This design comes from an exercise in tuning for small area, a short achievable clock period and few clock cycles per item on the open sky130 flow, not from production work.
In this exercise RTL edits were held to simulation tests only and were not proved equivalent to the original.

==> flow/run.sh <==
#!/bin/bash
# synth_recipe.tcl (not shown) runs the flow's synth.tcl, then flattens the netlist and writes it again
# the make line also repeats each setting of config.mk as NAME=value (left out here)
make -C /OpenROAD-flow-scripts/flow DESIGN_CONFIG=/design/flow/config.mk WORK_HOME=/design/flow/orfs CLKGATE_MAP_FILE= SYNTH_SCRIPT=/design/flow/synth_recipe.tcl finish
==> flow/config.mk <==
export PLATFORM = sky130hd
export DESIGN_NAME = iteration_palette_gradient_top
export DESIGN_NICKNAME = iteration_palette_gradient_top
export VERILOG_FILES = /design/flow/design.v
export SDC_FILE = /design/flow/constraint.sdc
export NUM_CORES = 4
export LEC_CHECK = 0
export CAP_MARGIN = 20
export CORE_MARGIN = 2
export CORE_UTILIZATION = 40
export SETUP_SLACK_MARGIN = 5
export SLEW_MARGIN = 20
==> flow/constraint.sdc <==
create_clock -name core_clock -period 9.5 [get_ports {clock}]
set_input_delay 1.9000 -clock core_clock [delete_from_list [all_inputs] [get_ports {clock}]]
set_output_delay 1.9000 -clock core_clock [all_outputs]
set_load 0.01 [all_outputs]
==> flow/design.v <==
package ipg_pkg;
   localparam logic [15:0] MAX_ITER_RESET = 16'd256;
endpackage
module iteration_palette_gradient_top (
   input  logic             clock,
   input  logic             reset,
   input  logic             req_valid,
   output logic             req_ready,
   input  logic [15:0]      req_iteration_count,
   output logic             rsp_valid,
   input  logic             rsp_ready,
   output logic [7:0]       rsp_red,
   output logic [7:0]       rsp_green,
   output logic [7:0]       rsp_blue,
   input  logic             csr_wr_en,
   input  logic [15:0]      csr_wr_data
);
   function automatic logic [59:0] pal_booth3x(input logic [4:0] s);
      logic [59:0] c;
      case (s)
         5'd0: c = 60'h800448002281029;
         5'd1: c = 60'h801218104980022;
         5'd2: c = 60'h8120a8004480022;
         5'd3: c = 60'h8120a8012181049;
         5'd4: c = 60'h8120a8012180044;
         5'd5: c = 60'h801218012180121;
         5'd6: c = 60'h800448012180121;
         5'd7: c = 60'h810498012180121;
         5'd8: c = 60'h800228004480121;
         5'd9: c = 60'h800118104980044;
         5'd10: c = 60'hc50998002280044;
         5'd11: c = 60'hd1c4ac40c180121;
         5'd12: c = 60'hd1c4ad0a0280022;
         5'd13: c = 60'hd4aa0d4a9180011;
         5'd14: c = 60'hd0a02d4a9100000;
         5'd15: c = 60'hc40c1d0a02c5099;
         5'd16: c = 60'hc5099d1a29c50aa;
         5'd17: c = 60'h00000c40c1d1a29;
         5'd18: c = 60'h80011c50aad4aa0;
         5'd19: c = 60'hc4091c40a0d1c4a;
         5'd20: c = 60'hc40a1c40a1d1c4a;
         5'd21: c = 60'hc50aac40a1d4aa0;
         5'd22: c = 60'hd1a29c40a0d0a02;
         default: c = 60'h0;
      endcase
      pal_booth3x = c;
   endfunction
   function automatic logic [53:0] pal_booth3(input logic [4:0] s);
      logic [53:0] c;
      case (s)
         5'd0: c = 54'h00044000881029;
         5'd1: c = 54'h00121041240022;
         5'd2: c = 54'h0120a001100022;
         5'd3: c = 54'h0120a004841049;
         5'd4: c = 54'h0120a004840044;
         5'd5: c = 54'h00121004840121;
         5'd6: c = 54'h00044004840121;
         5'd7: c = 54'h01049004840121;
         5'd8: c = 54'h00022001100121;
         5'd9: c = 54'h00011041240044;
         5'd10: c = 54'h05099000880044;
         5'd11: c = 54'h11c4a103040121;
         5'd12: c = 54'h11c4a428080022;
         5'd13: c = 54'h14aa052a440011;
         5'd14: c = 54'h10a0252a440000;
         5'd15: c = 54'h040c1428085099;
         5'd16: c = 54'h05099468a450aa;
         5'd17: c = 54'h00000103051a29;
         5'd18: c = 54'h00011142a94aa0;
         5'd19: c = 54'h04091102811c4a;
         5'd20: c = 54'h040a1102851c4a;
         5'd21: c = 54'h050aa102854aa0;
         5'd22: c = 54'h11a29102810a02;
         default: c = 54'h0;
      endcase
      pal_booth3 = c;
   endfunction
   function automatic logic [35:0] pal_booth(input logic [4:0] s);
      logic [35:0] c;
      case (s)
         5'd0: c = 36'h04806e015;
         5'd1: c = 36'h0b104506e;
         5'd2: c = 36'h08604806e;
         5'd3: c = 36'h0860b1045;
         5'd4: c = 36'h0860b1048;
         5'd5: c = 36'h0b10b10b1;
         5'd6: c = 36'h0480b10b1;
         5'd7: c = 36'h0450b10b1;
         5'd8: c = 36'h06e0480b1;
         5'd9: c = 36'h009045048;
         5'd10: c = 36'h02d06e048;
         5'd11: c = 36'ha461410b1;
         5'd12: c = 36'ha4618e06e;
         5'd13: c = 36'hab0aa9009;
         5'd14: c = 36'h18eaa9000;
         5'd15: c = 36'h14118e02d;
         5'd16: c = 36'h02d195156;
         5'd17: c = 36'h000141195;
         5'd18: c = 36'h009156ab0;
         5'd19: c = 36'h029030a46;
         5'd20: c = 36'h031031a46;
         5'd21: c = 36'h156031ab0;
         5'd22: c = 36'h19503018e;
         default: c = 36'h0;
      endcase
      pal_booth = c;
   endfunction
   function automatic logic [23:0] pal_blend(input logic [5:0] ix);
      logic [23:0] c;
      case (ix)
         6'd0: c = 24'h190a08;
         6'd1: c = 24'h2d140f;
         6'd2: c = 24'h2d140f;
         6'd3: c = 24'h462319;
         6'd4: c = 24'h462319;
         6'd5: c = 24'h643723;
         6'd6: c = 24'h643723;
         6'd7: c = 24'h825032;
         6'd8: c = 24'h825032;
         6'd9: c = 24'ha06946;
         6'd10: c = 24'ha06946;
         6'd11: c = 24'hb9825f;
         6'd12: c = 24'hb9825f;
         6'd13: c = 24'hcd9b78;
         6'd14: c = 24'hcd9b78;
         6'd15: c = 24'hdcb491;
         6'd16: c = 24'hdcb491;
         6'd17: c = 24'he6c8aa;
         6'd18: c = 24'he6c8aa;
         6'd19: c = 24'hebd7be;
         6'd20: c = 24'hebd7be;
         6'd21: c = 24'he6e1d2;
         6'd22: c = 24'he6e1d2;
         6'd23: c = 24'hb4d2eb;
         6'd24: c = 24'hb4d2eb;
         6'd25: c = 24'h82b4f5;
         6'd26: c = 24'h82b4f5;
         6'd27: c = 24'h5a91fa;
         6'd28: c = 24'h5a91fa;
         6'd29: c = 24'h3c6efa;
         6'd30: c = 24'h3c6efa;
         6'd31: c = 24'h2d50f5;
         6'd32: c = 24'h2d50f5;
         6'd33: c = 24'h2837eb;
         6'd34: c = 24'h2837eb;
         6'd35: c = 24'h2828d2;
         6'd36: c = 24'h2828d2;
         6'd37: c = 24'h2d1eaa;
         6'd38: c = 24'h2d1eaa;
         6'd39: c = 24'h2a1678;
         6'd40: c = 24'h2a1678;
         6'd41: c = 24'h230f46;
         6'd42: c = 24'h230f46;
         6'd43: c = 24'h19081e;
         6'd44: c = 24'h19081e;
         6'd45: c = 24'h000000;
         default: c = 24'h0;
      endcase
      pal_blend = c;
   endfunction
   logic [15:0] lim;
   logic [16:0] dv;
   logic        en;
   logic        rdy;
   logic [12:0] vld;
   logic [15:0] c_in;
   logic        out_v, skid_v, skid_v_n;
   logic [23:0] out_c, skid_c;
   logic [21:0] tt_1;
   logic [0:0] int_2;
   logic [16:0] h_3;
   logic [3:0] lo_4;
   logic [0:0] q_5;
   logic [0:0] int_p1;
   logic [16:0] h_p1;
   logic [3:0] lo_p1;
   logic [0:0] q_p1;
   logic [17:0] t_6;
   logic [16:0] h_7;
   logic [2:0] lo_8;
   logic [1:0] q_9;
   logic [0:0] int_p2;
   logic [16:0] h_p2;
   logic [2:0] lo_p2;
   logic [1:0] q_p2;
   logic [17:0] t_10;
   logic [16:0] h_11;
   logic [1:0] lo_12;
   logic [2:0] q_13;
   logic [0:0] int_p3;
   logic [16:0] h_p3;
   logic [1:0] lo_p3;
   logic [2:0] q_p3;
   logic [17:0] t_14;
   logic [16:0] h_15;
   logic [0:0] lo_16;
   logic [3:0] q_17;
   logic [0:0] int_p4;
   logic [16:0] h_p4;
   logic [0:0] lo_p4;
   logic [3:0] q_p4;
   logic [17:0] t_18;
   logic [16:0] h_19;
   logic [4:0] q_20;
   logic [0:0] int_p5;
   logic [16:0] h_p5;
   logic [4:0] q_p5;
   logic [4:0] s_21;
   logic [59:0] bdr_22;
   logic [0:0] hz_23;
   logic [53:0] bd_24;
   logic [2:0] sb_25;
   logic [5:0] ix_26;
   logic [16:0] h_p6;
   logic [53:0] bd_p6;
   logic [2:0] sb_p6;
   logic [5:0] ix_p6;
   logic [19:0] hx_27;
   logic [19:0] v00_28;
   logic [19:0] v01_29;
   logic [19:0] v02_30;
   logic [22:0] e00_31;
   logic [22:0] e01_32;
   logic [22:0] e02_33;
   logic [22:0] dm0_34;
   logic [22:0] tt0_35;
   logic [16:0] ch0_36;
   logic [4:0] cl0_37;
   logic [1:0] cq0_38;
   logic [19:0] v10_39;
   logic [19:0] v11_40;
   logic [19:0] v12_41;
   logic [22:0] e10_42;
   logic [22:0] e11_43;
   logic [22:0] e12_44;
   logic [22:0] dm1_45;
   logic [22:0] tt1_46;
   logic [16:0] ch1_47;
   logic [4:0] cl1_48;
   logic [1:0] cq1_49;
   logic [19:0] v20_50;
   logic [19:0] v21_51;
   logic [19:0] v22_52;
   logic [22:0] e20_53;
   logic [22:0] e21_54;
   logic [22:0] e22_55;
   logic [22:0] dm2_56;
   logic [22:0] tt2_57;
   logic [16:0] ch2_58;
   logic [4:0] cl2_59;
   logic [1:0] cq2_60;
   logic [5:0] ix_p7;
   logic [16:0] ch0_p7;
   logic [4:0] cl0_p7;
   logic [1:0] cq0_p7;
   logic [16:0] ch1_p7;
   logic [4:0] cl1_p7;
   logic [1:0] cq1_p7;
   logic [16:0] ch2_p7;
   logic [4:0] cl2_p7;
   logic [1:0] cq2_p7;
   logic [17:0] t_61;
   logic [16:0] ch0_62;
   logic [3:0] cl0_63;
   logic [2:0] cq0_64;
   logic [17:0] t_65;
   logic [16:0] ch1_66;
   logic [3:0] cl1_67;
   logic [2:0] cq1_68;
   logic [17:0] t_69;
   logic [16:0] ch2_70;
   logic [3:0] cl2_71;
   logic [2:0] cq2_72;
   logic [5:0] ix_p8;
   logic [16:0] ch0_p8;
   logic [3:0] cl0_p8;
   logic [2:0] cq0_p8;
   logic [16:0] ch1_p8;
   logic [3:0] cl1_p8;
   logic [2:0] cq1_p8;
   logic [16:0] ch2_p8;
   logic [3:0] cl2_p8;
   logic [2:0] cq2_p8;
   logic [17:0] t_73;
   logic [16:0] ch0_74;
   logic [2:0] cl0_75;
   logic [3:0] cq0_76;
   logic [17:0] t_77;
   logic [16:0] ch1_78;
   logic [2:0] cl1_79;
   logic [3:0] cq1_80;
   logic [17:0] t_81;
   logic [16:0] ch2_82;
   logic [2:0] cl2_83;
   logic [3:0] cq2_84;
   logic [5:0] ix_p9;
   logic [16:0] ch0_p9;
   logic [2:0] cl0_p9;
   logic [3:0] cq0_p9;
   logic [16:0] ch1_p9;
   logic [2:0] cl1_p9;
   logic [3:0] cq1_p9;
   logic [16:0] ch2_p9;
   logic [2:0] cl2_p9;
   logic [3:0] cq2_p9;
   logic [17:0] t_85;
   logic [16:0] ch0_86;
   logic [1:0] cl0_87;
   logic [4:0] cq0_88;
   logic [17:0] t_89;
   logic [16:0] ch1_90;
   logic [1:0] cl1_91;
   logic [4:0] cq1_92;
   logic [17:0] t_93;
   logic [16:0] ch2_94;
   logic [1:0] cl2_95;
   logic [4:0] cq2_96;
   logic [5:0] ix_p10;
   logic [16:0] ch0_p10;
   logic [1:0] cl0_p10;
   logic [4:0] cq0_p10;
   logic [16:0] ch1_p10;
   logic [1:0] cl1_p10;
   logic [4:0] cq1_p10;
   logic [16:0] ch2_p10;
   logic [1:0] cl2_p10;
   logic [4:0] cq2_p10;
   logic [17:0] t_97;
   logic [16:0] ch0_98;
   logic [0:0] cl0_99;
   logic [5:0] cq0_100;
   logic [17:0] t_101;
   logic [16:0] ch1_102;
   logic [0:0] cl1_103;
   logic [5:0] cq1_104;
   logic [17:0] t_105;
   logic [16:0] ch2_106;
   logic [0:0] cl2_107;
   logic [5:0] cq2_108;
   logic [5:0] ix_p11;
   logic [16:0] ch0_p11;
   logic [0:0] cl0_p11;
   logic [5:0] cq0_p11;
   logic [16:0] ch1_p11;
   logic [0:0] cl1_p11;
   logic [5:0] cq1_p11;
   logic [16:0] ch2_p11;
   logic [0:0] cl2_p11;
   logic [5:0] cq2_p11;
   logic [17:0] t_109;
   logic [6:0] cq0_110;
   logic [17:0] t_111;
   logic [6:0] cq1_112;
   logic [17:0] t_113;
   logic [6:0] cq2_114;
   logic [5:0] ix_p12;
   logic [6:0] cq0_p12;
   logic [6:0] cq1_p12;
   logic [6:0] cq2_p12;
   logic [23:0] kb_115;
   logic [23:0] col_116;
   always_ff @(posedge clock) begin
      if (reset) begin
         lim <= 16'd256;
         dv  <= 17'd256;
      end else if (csr_wr_en) begin
         lim <= csr_wr_data;
         dv  <= {1'b0, csr_wr_data[15:1], csr_wr_data[0] | (csr_wr_data == 16'd0)};
      end
   end
   assign en = !skid_v;
   always_ff @(posedge clock) begin
      if (reset) begin
         vld <= '0;
      end else if (en) begin
         vld <= {vld[11:0], req_valid};
      end
   end
   always_ff @(posedge clock) begin
      if (en) begin
         c_in <= req_iteration_count;
      end
   end
   assign tt_1 = ({6'd0, c_in} << 4) + ({6'd0, c_in} << 3) - {6'd0, c_in} - ({5'd0, dv} << 4);
   assign int_2 = (c_in >= lim);
   assign h_3 = tt_1[20:4];
   assign lo_4 = tt_1[3:0];
   assign q_5 = !tt_1[21];
   assign t_6 = {h_p1, lo_p1[3]} + ({1'b0, dv} ^ {18{!h_p1[16]}}) + {17'd0, !h_p1[16]};
   assign h_7 = t_6[16:0];
   assign lo_8 = lo_p1[2:0];
   assign q_9 = {q_p1, !t_6[16]};
   assign t_10 = {h_p2, lo_p2[2]} + ({1'b0, dv} ^ {18{!h_p2[16]}}) + {17'd0, !h_p2[16]};
   assign h_11 = t_10[16:0];
   assign lo_12 = lo_p2[1:0];
   assign q_13 = {q_p2, !t_10[16]};
   assign t_14 = {h_p3, lo_p3[1]} + ({1'b0, dv} ^ {18{!h_p3[16]}}) + {17'd0, !h_p3[16]};
   assign h_15 = t_14[16:0];
   assign lo_16 = lo_p3[0:0];
   assign q_17 = {q_p3, !t_14[16]};
   assign t_18 = {h_p4, lo_p4[0]} + ({1'b0, dv} ^ {18{!h_p4[16]}}) + {17'd0, !h_p4[16]};
   assign h_19 = t_18[16:0];
   assign q_20 = {q_p4, !t_18[16]};
   assign s_21 = int_p5 ? 5'd23 : q_p5;
   assign bdr_22 = pal_booth3x(s_21);
   assign hz_23 = (h_p5 == 17'd0);
   assign sb_25[0] = !bdr_22[19] | hz_23 | (bdr_22[18] == h_p5[16]);
   assign bd_24[0 +: 12] = bdr_22[0 +: 12];
   assign bd_24[12 +: 6] = bdr_22[12 +: 6] + {5'd0, sb_25[0]};
   assign sb_25[1] = !bdr_22[39] | hz_23 | (bdr_22[38] == h_p5[16]);
   assign bd_24[18 +: 12] = bdr_22[20 +: 12];
   assign bd_24[30 +: 6] = bdr_22[32 +: 6] + {5'd0, sb_25[1]};
   assign sb_25[2] = !bdr_22[59] | hz_23 | (bdr_22[58] == h_p5[16]);
   assign bd_24[36 +: 12] = bdr_22[40 +: 12];
   assign bd_24[48 +: 6] = bdr_22[52 +: 6] + {5'd0, sb_25[2]};
   assign ix_26 = {s_21, h_p5[16]};
   assign hx_27 = {{3{h_p6[16]}}, h_p6};
   assign v00_28 = (({20{bd_p6[0]}} & hx_27) | ({20{bd_p6[1]}} & {hx_27[18:0], 1'b0}) | ({20{bd_p6[2]}} & {hx_27[17:0], 2'b0})) ^ {20{bd_p6[3]}};
   assign v01_29 = (({20{bd_p6[4]}} & hx_27) | ({20{bd_p6[5]}} & {hx_27[18:0], 1'b0}) | ({20{bd_p6[6]}} & {hx_27[17:0], 2'b0})) ^ {20{bd_p6[7]}};
   assign v02_30 = (({20{bd_p6[8]}} & hx_27) | ({20{bd_p6[9]}} & {hx_27[18:0], 1'b0}) | ({20{bd_p6[10]}} & {hx_27[17:0], 2'b0})) ^ {20{bd_p6[11]}};
   assign e00_31 = {{3{v00_28[19]}}, v00_28};
   assign e01_32 = {{1{v01_29[19]}}, v01_29, 2'b00};
   assign e02_33 = {v02_30[18:0], 4'b0000};
   assign dm0_34 = {1'b0, dv, 5'd0} ^ {23{sb_p6[0]}};
   assign tt0_35 = e00_31 + e01_32 + e02_33 + dm0_34 + {17'd0, bd_p6[17:12]};
   assign ch0_36 = tt0_35[21:5];
   assign cl0_37 = tt0_35[4:0];
   assign cq0_38 = {sb_p6[0], !tt0_35[22]};
   assign v10_39 = (({20{bd_p6[18]}} & hx_27) | ({20{bd_p6[19]}} & {hx_27[18:0], 1'b0}) | ({20{bd_p6[20]}} & {hx_27[17:0], 2'b0})) ^ {20{bd_p6[21]}};
   assign v11_40 = (({20{bd_p6[22]}} & hx_27) | ({20{bd_p6[23]}} & {hx_27[18:0], 1'b0}) | ({20{bd_p6[24]}} & {hx_27[17:0], 2'b0})) ^ {20{bd_p6[25]}};
   assign v12_41 = (({20{bd_p6[26]}} & hx_27) | ({20{bd_p6[27]}} & {hx_27[18:0], 1'b0}) | ({20{bd_p6[28]}} & {hx_27[17:0], 2'b0})) ^ {20{bd_p6[29]}};
   assign e10_42 = {{3{v10_39[19]}}, v10_39};
   assign e11_43 = {{1{v11_40[19]}}, v11_40, 2'b00};
   assign e12_44 = {v12_41[18:0], 4'b0000};
   assign dm1_45 = {1'b0, dv, 5'd0} ^ {23{sb_p6[1]}};
   assign tt1_46 = e10_42 + e11_43 + e12_44 + dm1_45 + {17'd0, bd_p6[35:30]};
   assign ch1_47 = tt1_46[21:5];
   assign cl1_48 = tt1_46[4:0];
   assign cq1_49 = {sb_p6[1], !tt1_46[22]};
   assign v20_50 = (({20{bd_p6[36]}} & hx_27) | ({20{bd_p6[37]}} & {hx_27[18:0], 1'b0}) | ({20{bd_p6[38]}} & {hx_27[17:0], 2'b0})) ^ {20{bd_p6[39]}};
   assign v21_51 = (({20{bd_p6[40]}} & hx_27) | ({20{bd_p6[41]}} & {hx_27[18:0], 1'b0}) | ({20{bd_p6[42]}} & {hx_27[17:0], 2'b0})) ^ {20{bd_p6[43]}};
   assign v22_52 = (({20{bd_p6[44]}} & hx_27) | ({20{bd_p6[45]}} & {hx_27[18:0], 1'b0}) | ({20{bd_p6[46]}} & {hx_27[17:0], 2'b0})) ^ {20{bd_p6[47]}};
   assign e20_53 = {{3{v20_50[19]}}, v20_50};
   assign e21_54 = {{1{v21_51[19]}}, v21_51, 2'b00};
   assign e22_55 = {v22_52[18:0], 4'b0000};
   assign dm2_56 = {1'b0, dv, 5'd0} ^ {23{sb_p6[2]}};
   assign tt2_57 = e20_53 + e21_54 + e22_55 + dm2_56 + {17'd0, bd_p6[53:48]};
   assign ch2_58 = tt2_57[21:5];
   assign cl2_59 = tt2_57[4:0];
   assign cq2_60 = {sb_p6[2], !tt2_57[22]};
   assign t_61 = {ch0_p7, cl0_p7[4]} + ({1'b0, dv} ^ {18{!ch0_p7[16]}}) + {17'd0, !ch0_p7[16]};
   assign ch0_62 = t_61[16:0];
   assign cl0_63 = cl0_p7[3:0];
   assign cq0_64 = {cq0_p7, !t_61[16]};
   assign t_65 = {ch1_p7, cl1_p7[4]} + ({1'b0, dv} ^ {18{!ch1_p7[16]}}) + {17'd0, !ch1_p7[16]};
   assign ch1_66 = t_65[16:0];
   assign cl1_67 = cl1_p7[3:0];
   assign cq1_68 = {cq1_p7, !t_65[16]};
   assign t_69 = {ch2_p7, cl2_p7[4]} + ({1'b0, dv} ^ {18{!ch2_p7[16]}}) + {17'd0, !ch2_p7[16]};
   assign ch2_70 = t_69[16:0];
   assign cl2_71 = cl2_p7[3:0];
   assign cq2_72 = {cq2_p7, !t_69[16]};
   assign t_73 = {ch0_p8, cl0_p8[3]} + ({1'b0, dv} ^ {18{!ch0_p8[16]}}) + {17'd0, !ch0_p8[16]};
   assign ch0_74 = t_73[16:0];
   assign cl0_75 = cl0_p8[2:0];
   assign cq0_76 = {cq0_p8, !t_73[16]};
   assign t_77 = {ch1_p8, cl1_p8[3]} + ({1'b0, dv} ^ {18{!ch1_p8[16]}}) + {17'd0, !ch1_p8[16]};
   assign ch1_78 = t_77[16:0];
   assign cl1_79 = cl1_p8[2:0];
   assign cq1_80 = {cq1_p8, !t_77[16]};
   assign t_81 = {ch2_p8, cl2_p8[3]} + ({1'b0, dv} ^ {18{!ch2_p8[16]}}) + {17'd0, !ch2_p8[16]};
   assign ch2_82 = t_81[16:0];
   assign cl2_83 = cl2_p8[2:0];
   assign cq2_84 = {cq2_p8, !t_81[16]};
   assign t_85 = {ch0_p9, cl0_p9[2]} + ({1'b0, dv} ^ {18{!ch0_p9[16]}}) + {17'd0, !ch0_p9[16]};
   assign ch0_86 = t_85[16:0];
   assign cl0_87 = cl0_p9[1:0];
   assign cq0_88 = {cq0_p9, !t_85[16]};
   assign t_89 = {ch1_p9, cl1_p9[2]} + ({1'b0, dv} ^ {18{!ch1_p9[16]}}) + {17'd0, !ch1_p9[16]};
   assign ch1_90 = t_89[16:0];
   assign cl1_91 = cl1_p9[1:0];
   assign cq1_92 = {cq1_p9, !t_89[16]};
   assign t_93 = {ch2_p9, cl2_p9[2]} + ({1'b0, dv} ^ {18{!ch2_p9[16]}}) + {17'd0, !ch2_p9[16]};
   assign ch2_94 = t_93[16:0];
   assign cl2_95 = cl2_p9[1:0];
   assign cq2_96 = {cq2_p9, !t_93[16]};
   assign t_97 = {ch0_p10, cl0_p10[1]} + ({1'b0, dv} ^ {18{!ch0_p10[16]}}) + {17'd0, !ch0_p10[16]};
   assign ch0_98 = t_97[16:0];
   assign cl0_99 = cl0_p10[0:0];
   assign cq0_100 = {cq0_p10, !t_97[16]};
   assign t_101 = {ch1_p10, cl1_p10[1]} + ({1'b0, dv} ^ {18{!ch1_p10[16]}}) + {17'd0, !ch1_p10[16]};
   assign ch1_102 = t_101[16:0];
   assign cl1_103 = cl1_p10[0:0];
   assign cq1_104 = {cq1_p10, !t_101[16]};
   assign t_105 = {ch2_p10, cl2_p10[1]} + ({1'b0, dv} ^ {18{!ch2_p10[16]}}) + {17'd0, !ch2_p10[16]};
   assign ch2_106 = t_105[16:0];
   assign cl2_107 = cl2_p10[0:0];
   assign cq2_108 = {cq2_p10, !t_105[16]};
   assign t_109 = {ch0_p11, cl0_p11[0]} + ({1'b0, dv} ^ {18{!ch0_p11[16]}}) + {17'd0, !ch0_p11[16]};
   assign cq0_110 = {cq0_p11, !t_109[16]};
   assign t_111 = {ch1_p11, cl1_p11[0]} + ({1'b0, dv} ^ {18{!ch1_p11[16]}}) + {17'd0, !ch1_p11[16]};
   assign cq1_112 = {cq1_p11, !t_111[16]};
   assign t_113 = {ch2_p11, cl2_p11[0]} + ({1'b0, dv} ^ {18{!ch2_p11[16]}}) + {17'd0, !ch2_p11[16]};
   assign cq2_114 = {cq2_p11, !t_113[16]};
   assign kb_115 = pal_blend(ix_p12);
   assign col_116[0+:8] = kb_115[0+:8] + {{2{!cq0_p12[6]}}, cq0_p12[5:0]};
   assign col_116[8+:8] = kb_115[8+:8] + {{2{!cq1_p12[6]}}, cq1_p12[5:0]};
   assign col_116[16+:8] = kb_115[16+:8] + {{2{!cq2_p12[6]}}, cq2_p12[5:0]};
   always_ff @(posedge clock) begin
      if (en) begin
         int_p1 <= int_2;
         h_p1 <= h_3;
         lo_p1 <= lo_4;
         q_p1 <= q_5;
      end
   end
   always_ff @(posedge clock) begin
      if (en) begin
         int_p2 <= int_p1;
         h_p2 <= h_7;
         lo_p2 <= lo_8;
         q_p2 <= q_9;
      end
   end
   always_ff @(posedge clock) begin
      if (en) begin
         int_p3 <= int_p2;
         h_p3 <= h_11;
         lo_p3 <= lo_12;
         q_p3 <= q_13;
      end
   end
   always_ff @(posedge clock) begin
      if (en) begin
         int_p4 <= int_p3;
         h_p4 <= h_15;
         lo_p4 <= lo_16;
         q_p4 <= q_17;
      end
   end
   always_ff @(posedge clock) begin
      if (en) begin
         int_p5 <= int_p4;
         h_p5 <= h_19;
         q_p5 <= q_20;
      end
   end
   always_ff @(posedge clock) begin
      if (en) begin
         h_p6 <= h_p5;
         bd_p6 <= bd_24;
         sb_p6 <= sb_25;
         ix_p6 <= ix_26;
      end
   end
   always_ff @(posedge clock) begin
      if (en) begin
         ix_p7 <= ix_p6;
         ch0_p7 <= ch0_36;
         cl0_p7 <= cl0_37;
         cq0_p7 <= cq0_38;
         ch1_p7 <= ch1_47;
         cl1_p7 <= cl1_48;
         cq1_p7 <= cq1_49;
         ch2_p7 <= ch2_58;
         cl2_p7 <= cl2_59;
         cq2_p7 <= cq2_60;
      end
   end
   always_ff @(posedge clock) begin
      if (en) begin
         ix_p8 <= ix_p7;
         ch0_p8 <= ch0_62;
         cl0_p8 <= cl0_63;
         cq0_p8 <= cq0_64;
         ch1_p8 <= ch1_66;
         cl1_p8 <= cl1_67;
         cq1_p8 <= cq1_68;
         ch2_p8 <= ch2_70;
         cl2_p8 <= cl2_71;
         cq2_p8 <= cq2_72;
      end
   end
   always_ff @(posedge clock) begin
      if (en) begin
         ix_p9 <= ix_p8;
         ch0_p9 <= ch0_74;
         cl0_p9 <= cl0_75;
         cq0_p9 <= cq0_76;
         ch1_p9 <= ch1_78;
         cl1_p9 <= cl1_79;
         cq1_p9 <= cq1_80;
         ch2_p9 <= ch2_82;
         cl2_p9 <= cl2_83;
         cq2_p9 <= cq2_84;
      end
   end
   always_ff @(posedge clock) begin
      if (en) begin
         ix_p10 <= ix_p9;
         ch0_p10 <= ch0_86;
         cl0_p10 <= cl0_87;
         cq0_p10 <= cq0_88;
         ch1_p10 <= ch1_90;
         cl1_p10 <= cl1_91;
         cq1_p10 <= cq1_92;
         ch2_p10 <= ch2_94;
         cl2_p10 <= cl2_95;
         cq2_p10 <= cq2_96;
      end
   end
   always_ff @(posedge clock) begin
      if (en) begin
         ix_p11 <= ix_p10;
         ch0_p11 <= ch0_98;
         cl0_p11 <= cl0_99;
         cq0_p11 <= cq0_100;
         ch1_p11 <= ch1_102;
         cl1_p11 <= cl1_103;
         cq1_p11 <= cq1_104;
         ch2_p11 <= ch2_106;
         cl2_p11 <= cl2_107;
         cq2_p11 <= cq2_108;
      end
   end
   always_ff @(posedge clock) begin
      if (en) begin
         ix_p12 <= ix_p11;
         cq0_p12 <= cq0_110;
         cq1_p12 <= cq1_112;
         cq2_p12 <= cq2_114;
      end
   end
   always_comb begin
      if (skid_v) begin
         skid_v_n = !rsp_ready;
      end else if (out_v && !rsp_ready) begin
         skid_v_n = vld[12];
      end else begin
         skid_v_n = 1'b0;
      end
   end
   always_ff @(posedge clock) begin
      if (reset) begin
         out_v  <= 1'b0;
         skid_v <= 1'b0;
         rdy    <= 1'b1;
      end else begin
         skid_v <= skid_v_n;
         rdy    <= !skid_v_n;
         if (skid_v) begin
            if (rsp_ready) begin
               out_v <= 1'b1;
            end
         end else if (!(out_v && !rsp_ready)) begin
            out_v <= vld[12];
         end
      end
   end
   always_ff @(posedge clock) begin
      if (skid_v) begin
         if (rsp_ready) begin
            out_c <= skid_c;
         end
      end else if (out_v && !rsp_ready) begin
         skid_c <= col_116;
      end else begin
         out_c <= col_116;
      end
   end
   assign req_ready = rdy;
   assign rsp_valid = out_v;
   assign rsp_red   = out_c[7:0];
   assign rsp_green = out_c[15:8];
   assign rsp_blue  = out_c[23:16];
endmodule
==> flow_metrics.env <==
export IMPL_insertion_delay_ns=0.73
export IMPL_synthXorXnorAreaFrac=0.139
export IMPL_synth_nets=5622
export IMPL_syn_area_um2=52800
export IMPL_fin_cells=6814
export IMPL_initial_core_util=0.402
export IMPL_htreeDepth=3
export IMPL_drc=0
export IMPL_dieWidth_um=367
export IMPL_multi_input_area_um2=29900
export IMPL_grt_pass1_vias=35511
export IMPL_cp_depth=17
export IMPL_pre_cts_ws_ns=4.34
export IMPL_slew_headroom=0.305
export IMPL_antenna_found_initial=4
export IMPL_row_count=133
export IMPL_endpoint_kind="register"
export IMPL_hpwl_um=80900
export IMPL_grt_max_degree=188
export IMPL_synth_simple_area_share=0.0790
export IMPL_die_area_um2=135000
export IMPL_status="finished clean"
export IMPL_rsz0062_at_grt="yes"
export IMPL_synth_async_reset_ratio=0
export IMPL_setup_tns_ns=0
export IMPL_timing_final_crit_share=0.495
export IMPL_cts_tree="yes"
export IMPL_io_pins=63
export IMPL_syn_to_final_growth_pct=13.4
export IMPL_min_path_cells=0
export IMPL_fin_skew_ns=0.0783
export IMPL_hold_viol=0
export IMPL_cp_start_kind="register"
export IMPL_nets=5682
export IMPL_clk_pin_slew_worst_paths_ns=0.06
export IMPL_slew_violations=0
export IMPL_synth_top_family_by_area="adder cells"
export IMPL_crit_family="adder cells"
export IMPL_tightest_slew_ns=1.04
export IMPL_worstPathRequired_ns=9.95
export IMPL_postSynthAreaPerCell_um2=10.7
export IMPL_track_usage=0.177
export IMPL_cts_sinks=718
export IMPL_fill_cells=12006
export IMPL_synth_ff_type="edfxtp_1"
export IMPL_routed_wl_um=121000
export IMPL_synth_fa_ha_area_frac=0.181
export IMPL_yosys_warnings=1
export IMPL_synth_edf_count=661
export IMPL_worstHoldPathType="reg2reg"
export IMPL_fin_ws_ns=4.79
export IMPL_drv_cap=0
export IMPL_crit_chain="buf_12, buf_4, a222oi_1, xor2_1, fa_1, fa_1, fa_1, inv_2, fa_2, a21o_1, a21oi_2, o21bai_2, a32oi_2, o21ai_2, o21ai_1, o21ai_1, xor2_1"
export IMPL_synthMuxAreaShare=0.0122
export IMPL_wl_per_cell_um=17.8
export IMPL_cpMostUsedCell="fa_1"
export IMPL_overflow=0
export IMPL_cts_inserted_buffers=83
export IMPL_die_y_um=367
export IMPL_ff2ff_path_depth=17
export IMPL_cpMaxStageDelayCell="fa_1"
export IMPL_critPathKind="reg2reg"
export IMPL_place_congestion=0.846
export IMPL_design_core_area_um2=131000
export IMPL_slowest_delay_ns=0.51
export IMPL_synth_compound_area_frac=0.143
export IMPL_grt_pass1_wl_um=193000
export IMPL_cts_root_buf="clkbuf_16"
export IMPL_hold_buffers=0
export IMPL_clockBufferDepth=3
export IMPL_seq_area_um2=21000
export IMPL_finalSetupViolations=0
export IMPL_path_buf_inv=3
export IMPL_ys_ff_latch=718
export IMPL_ys_seq_area_frac=0.397
export IMPL_period_minus_slack_ns=4.71
export IMPL_dr_pass1_iters=15
export IMPL_fmax_ghz=0.212
export IMPL_place_inst=6517
export IMPL_crit_arrival_ns=5.15
export IMPL_vias=36386
export IMPL_drive_gt1_frac=0.0987
export IMPL_syn_inst=4927
export IMPL_drt_iter0_drc=2984
export IMPL_yosysUniqueCellTypes=84
export IMPL_ant_nets=0
export IMPL_portBuffers=62
export IMPL_viasPerCell=5.34
export IMPL_crit_fanout=11
==> timing repair <==
action                                  CTS  global route
pin swaps                                47            72
gates resized for setup                  65            80
setup buffers                            87            51
endpoints found under the setup margin   34            36
gates cloned                              1             1
==> cell families (layout without fill, tap and decap cells) <==
family	after synthesis	after routing
AO/OA/AOI/OAI	1094	1094
multiplexers	62	62
flip-flops	718	718
XOR/XNOR	840	840
adder cells (fa/ha/maj)	658	658
other	0	1
buffers and inverters	673	804
AND/OR/NAND/NOR	882	882
==> metal layers <==
layer	global-route usage	part of all wire	wire length (µm)
met5	0	0.00027	33
met4	0.0590	0.032	3830
met3	0.0272	0.051	6160
met2	0.294	0.47	56800
met1	0.235	0.45	54500
==> flip-flops by register name, indices dropped and copies added, names as in the netlist, 24 cells and up <==
register / cells
kb_115: 24
skid_c: 24
out_c: 24
bd_p6: 40
==> metrics by stage <==
stage,cell area (µm²),hold slack [ns],utilization
after CTS,59000,0.398,0.449
after detailed placement,55000,0.405,0.419
after global routing,59900,0.406,0.456
final,59900,0.401,0.456
after floorplan,52900,0.400,-
after global placement,55000,0.402,0.419
==> synthesized netlist by cell type, types with 14 or more instances <==
library cell,instances,area share
a211oi_1,24,0.0034
a21o_1,125,0.018
a21oi_1,276,0.026
a222oi_1,120,0.023
a31o_2,15,0.0025
a31oi_1,37,0.0044
and2_1,14,0.0017
and3_1,43,0.0051
and4_1,16,0.0027
buf_1,50,0.0036
clkbuf_1,213,0.015
dfxtp_1,57,0.022
edfxtp_1,661,0.38
fa_1,175,0.066
ha_1,483,0.11
inv_1,391,0.028
mux2i_1,49,0.0093
nand2_1,280,0.020
nand2b_1,62,0.0073
nand3_1,46,0.0044
nand3b_1,14,0.0020
nand4_1,27,0.0032
nor2_1,251,0.018
nor2b_1,34,0.0040
nor3_1,42,0.0040
nor4_1,17,0.0020
o211ai_1,29,0.0041
o21a_1,47,0.0067
o21ai_0,169,0.016
o21ai_1,15,0.0014
o21bai_1,41,0.0058
o22ai_1,16,0.0019
o31ai_1,24,0.0034
xnor2_1,695,0.12
xor2_1,145,0.024
==> final timing paths <==
path	slack, ns	startpoint	endpoint
setup reg to reg	4.79	h_p6[3]$_DFFE_PN_	ch1_p7[16]$_DFFE_PN_
hold reg to reg	0.40	cl0_p9[0]$_DFFE_PN_	cl0_p10[0]$_DFFE_PN_
setup / recovery	4.79	h_p6[3]$_DFFE_PN_	ch1_p7[16]$_DFFE_PN_
hold / removal	0.40	cl0_p9[0]$_DFFE_PN_	cl0_p10[0]$_DFFE_PN_
==> placed cells by master (no fill, tap or decap), types with 125 or more instances in the layout <==
master and count:
xor2_1 144, o21ai_0 158, fa_1 171, ha_1 460
edfxtp_1 661, a21o_1 125, xnor2_1 693, inv_1 387
buf_4 150, nor2_1 245, a21oi_1 255, nand2_1 278
==> final cells by class <==
class / instances / area share
multi-input combinational: 3536 / 0.499
tap: 1755 / 0.0366
inverter: 395 / 0.0249
clock buffer: 107 / 0.0370
clock inverter: 49 / 0.0117
antenna: 1 / 0.0000418
timing repair buffer: 253 / 0.0394
sequential: 718 / 0.351
==> worst reg2reg max path, delay by kind of cell (launching register included) <==
family	cells	cell delay [ns]
adders and majority gates	4	1.77
DFF	1	0.44
xor gates and xnor gates	2	0.38
buffers and inverters	3	0.38
AOI/OAI and AO/OA	8	1.49
Testbench counts, summed over its fixed seeds: cycles 4,912, items 4,800.

re-timing with driven ports:
How much do the figures lean on ideal ports? The routed layout below was timed once more, with nothing changed but the port constraints. Step 1 assumes that a clkbuf_16 drives the clock port and a buf_2 every other input. Step 2 moves the port delays by t, midway between the first and last clock arrival at a register: inputs arrive t later, outputs are due t later. That takes back most of the time a late clock gives input paths. a / b / c = ideal ports / drivers / drivers and shift; a / b = the first two.
shift t [ns]: 0.763
setup WS [ns]: 4.794 / 4.794 / 4.794
clock arrival spread, ns: 0.082 / 0.082
pins driven straight from the clock port: 1
After both steps this run still meets setup and hold. For this run, drivers alone change the setup slack by 0.000 ns; drivers and shift together by 0.000 ns.
